From an optimization exercise on the open Yosys and OpenROAD flow, aimed at small area and a short achievable clock period; shortcuts taken in it are not production practice.
Only simulation tests tie the RTL to the original design; equivalence was not proved.
Power and IR drop assume default switching activity.

==> module bpred_aor8, before the edit <==
module bpred_aor8 (
    input  logic [7:0] sel,
    input  logic [7:0] dat,
    output logic       y
);
    assign y = |(sel & dat);
endmodule
==> module bpred_or8, before the edit <==
module bpred_or8 (
    input  logic [7:0] a,
    output logic       y
);
    assign y = |a;
endmodule
==> module bpred_or32, before the edit <==
module bpred_or32 (
    input  logic [31:0] a,
    output logic        y
);
    logic [3:0] g;
    logic [1:0] h;
    for (genvar k = 0; k < 4; k++) begin : g_g
        bpred_or8 u_g (.a(a[8*k+7:8*k]), .y(g[k]));
    end
    bpred_nor2  u_h0 (.a(g[0]), .b(g[1]), .y(h[0]));
    bpred_nor2  u_h1 (.a(g[2]), .b(g[3]), .y(h[1]));
    bpred_nand2 u_y  (.a(h[0]), .b(h[1]), .y(y));
endmodule
==> module bpred_aor32, before the edit <==
module bpred_aor32 (
    input  logic [31:0] sel,
    input  logic [31:0] dat,
    output logic        y
);
    logic [3:0] g;
    logic [1:0] h;
    for (genvar k = 0; k < 4; k++) begin : g_g
        bpred_aor8 u_g (.sel(sel[8*k+7:8*k]), .dat(dat[8*k+7:8*k]), .y(g[k]));
    end
    bpred_nor2  u_h0 (.a(g[0]), .b(g[1]), .y(h[0]));
    bpred_nor2  u_h1 (.a(g[2]), .b(g[3]), .y(h[1]));
    bpred_nand2 u_y  (.a(h[0]), .b(h[1]), .y(y));
endmodule
==> flow/config.mk <==
export PLATFORM = sky130hd
export DESIGN_NAME = bpred_btb
export DESIGN_NICKNAME = bpred_btb
export VERILOG_FILES = /design/flow/design.v
export SDC_FILE = /design/flow/constraint.sdc
export NUM_CORES = 4
export LEC_CHECK = 0
export CAP_MARGIN = 10
export CORE_MARGIN = 2
export CORE_UTILIZATION = 50
export SETUP_SLACK_MARGIN = 2.0
export SLEW_MARGIN = 10
export SYNTH_HIERARCHICAL = 1
export SYNTH_MINIMUM_KEEP_SIZE = 0
export TNS_END_PERCENT = 5
==> flow/constraint.sdc <==
create_clock -name core_clock -period 6.5 [get_ports {clk}]
set_input_delay 1.3000 -clock core_clock [delete_from_list [all_inputs] [get_ports {clk}]]
set_output_delay 1.3000 -clock core_clock [all_outputs]
set_load 0.01 [all_outputs]
standard.sh (not shown) runs the stock make flow with config.mk's settings and CLKGATE_MAP_FILE= SYNTH_SCRIPT=/design/flow/synth_recipe.tcl, a recipe that flattens the netlist after the stock synthesis.
==> flow/flow/run.sh <==
#!/bin/bash
# Layout flow: the standard ORFS flow (standard.sh) with two changes:
#  - the port buffers that buffer_ports inserts are plain buffers (buf_2), which the
#    timing repair then sizes, instead of the platform's default delay-cell pick;
#  - clock tree synthesis clusters more sinks per leaf buffer and adds no dummy
#    balancing loads, so the clock tree takes less area.
set -euo pipefail
export BUFFER_PORTS_ARGS="-buffer_cell sky130_fd_sc_hd__buf_2"
export CTS_ARGS="-sink_clustering_enable -repair_clock_nets -sink_clustering_size 12 -sink_clustering_max_diameter 50 -buf_list {sky130_fd_sc_hd__clkbuf_4 sky130_fd_sc_hd__clkbuf_8} -dont_use_dummy_load"
bash standard.sh > standard_flow.log 2>&1
Rerun with:
--- a/flow/design.v
+++ b/flow/design.v
@@ -60,28 +60,31 @@
     input  logic [7:0] sel,
     input  logic [7:0] dat,
     output logic       y
 );
-    assign y = |(sel & dat);
+    assign y = ~(|(sel & dat));
+endmodule
+module bpred_nand4 (
+    input  logic a, b, c, d,
+    output logic y
+);
+    assign y = ~(a & b & c & d);
 endmodule
 module bpred_or8 (
     input  logic [7:0] a,
     output logic       y
 );
-    assign y = |a;
+    assign y = ~(|a);
 endmodule
 module bpred_or32 (
     input  logic [31:0] a,
     output logic        y
 );
     logic [3:0] g;
-    logic [1:0] h;
     for (genvar k = 0; k < 4; k++) begin : g_g
         bpred_or8 u_g (.a(a[8*k+7:8*k]), .y(g[k]));
     end
-    bpred_nor2  u_h0 (.a(g[0]), .b(g[1]), .y(h[0]));
-    bpred_nor2  u_h1 (.a(g[2]), .b(g[3]), .y(h[1]));
-    bpred_nand2 u_y  (.a(h[0]), .b(h[1]), .y(y));
+    bpred_nand4 u_y (.a(g[0]), .b(g[1]), .c(g[2]), .d(g[3]), .y(y));
 endmodule
 module bpred_ne4 (
     input  logic [3:0] a,
     input  logic [3:0] b,
@@ -112,15 +115,12 @@
     input  logic [31:0] dat,
     output logic        y
 );
     logic [3:0] g;
-    logic [1:0] h;
     for (genvar k = 0; k < 4; k++) begin : g_g
         bpred_aor8 u_g (.sel(sel[8*k+7:8*k]), .dat(dat[8*k+7:8*k]), .y(g[k]));
     end
-    bpred_nor2  u_h0 (.a(g[0]), .b(g[1]), .y(h[0]));
-    bpred_nor2  u_h1 (.a(g[2]), .b(g[3]), .y(h[1]));
-    bpred_nand2 u_y  (.a(h[0]), .b(h[1]), .y(y));
+    bpred_nand4 u_y (.a(g[0]), .b(g[1]), .c(g[2]), .d(g[3]), .y(y));
 endmodule
 module bpred_btb
 #(
     parameter int ENTRIES  = 32,
- wire length rises by 8.1%
- global-route usage rises by 3.5 points
- power rises by about 1.1%
- fmax falls by 3.4%
- cell area rises by 3.2%

## static timing again, ports no longer ideal
Ports are ideal in the flow. The routed layouts listed here were re-timed in OpenROAD.
Step 1 sets driving cells, clkbuf_16 on the clock port and buf_2 on the other inputs (assumed; they add their load-dependent delay and slew).
Step 2 adds t to the input delays and takes it off the output delays; t is the mean of the earliest and latest rising clock arrival at the registers after step 1. Input paths then give back, and output paths get back, about the clock's delay inside the block.
Three values: ideal ports, drivers, drivers and shift; two values: the first two.
| run | t, ns | setup WS [ns] | hold slack, ns | worst slew at a driven data input, ns | cell pins on the clock port's net |
|---|---|---|---|---|---|
| the first run | 0.925 | 1.828 / 1.662 / 0.892 | 0.468 / 0.436 / 0.468 | 0.28 | 1 |
| the second run | 0.983 | 1.666 / 1.597 / 0.717 | 0.372 / 0.316 / 0.467 | 0.20 | 1 |
After both steps every run listed still meets setup and hold. For the second run, which loses most, drivers alone change the setup slack by -0.069 ns; drivers and shift together by -0.949 ns.
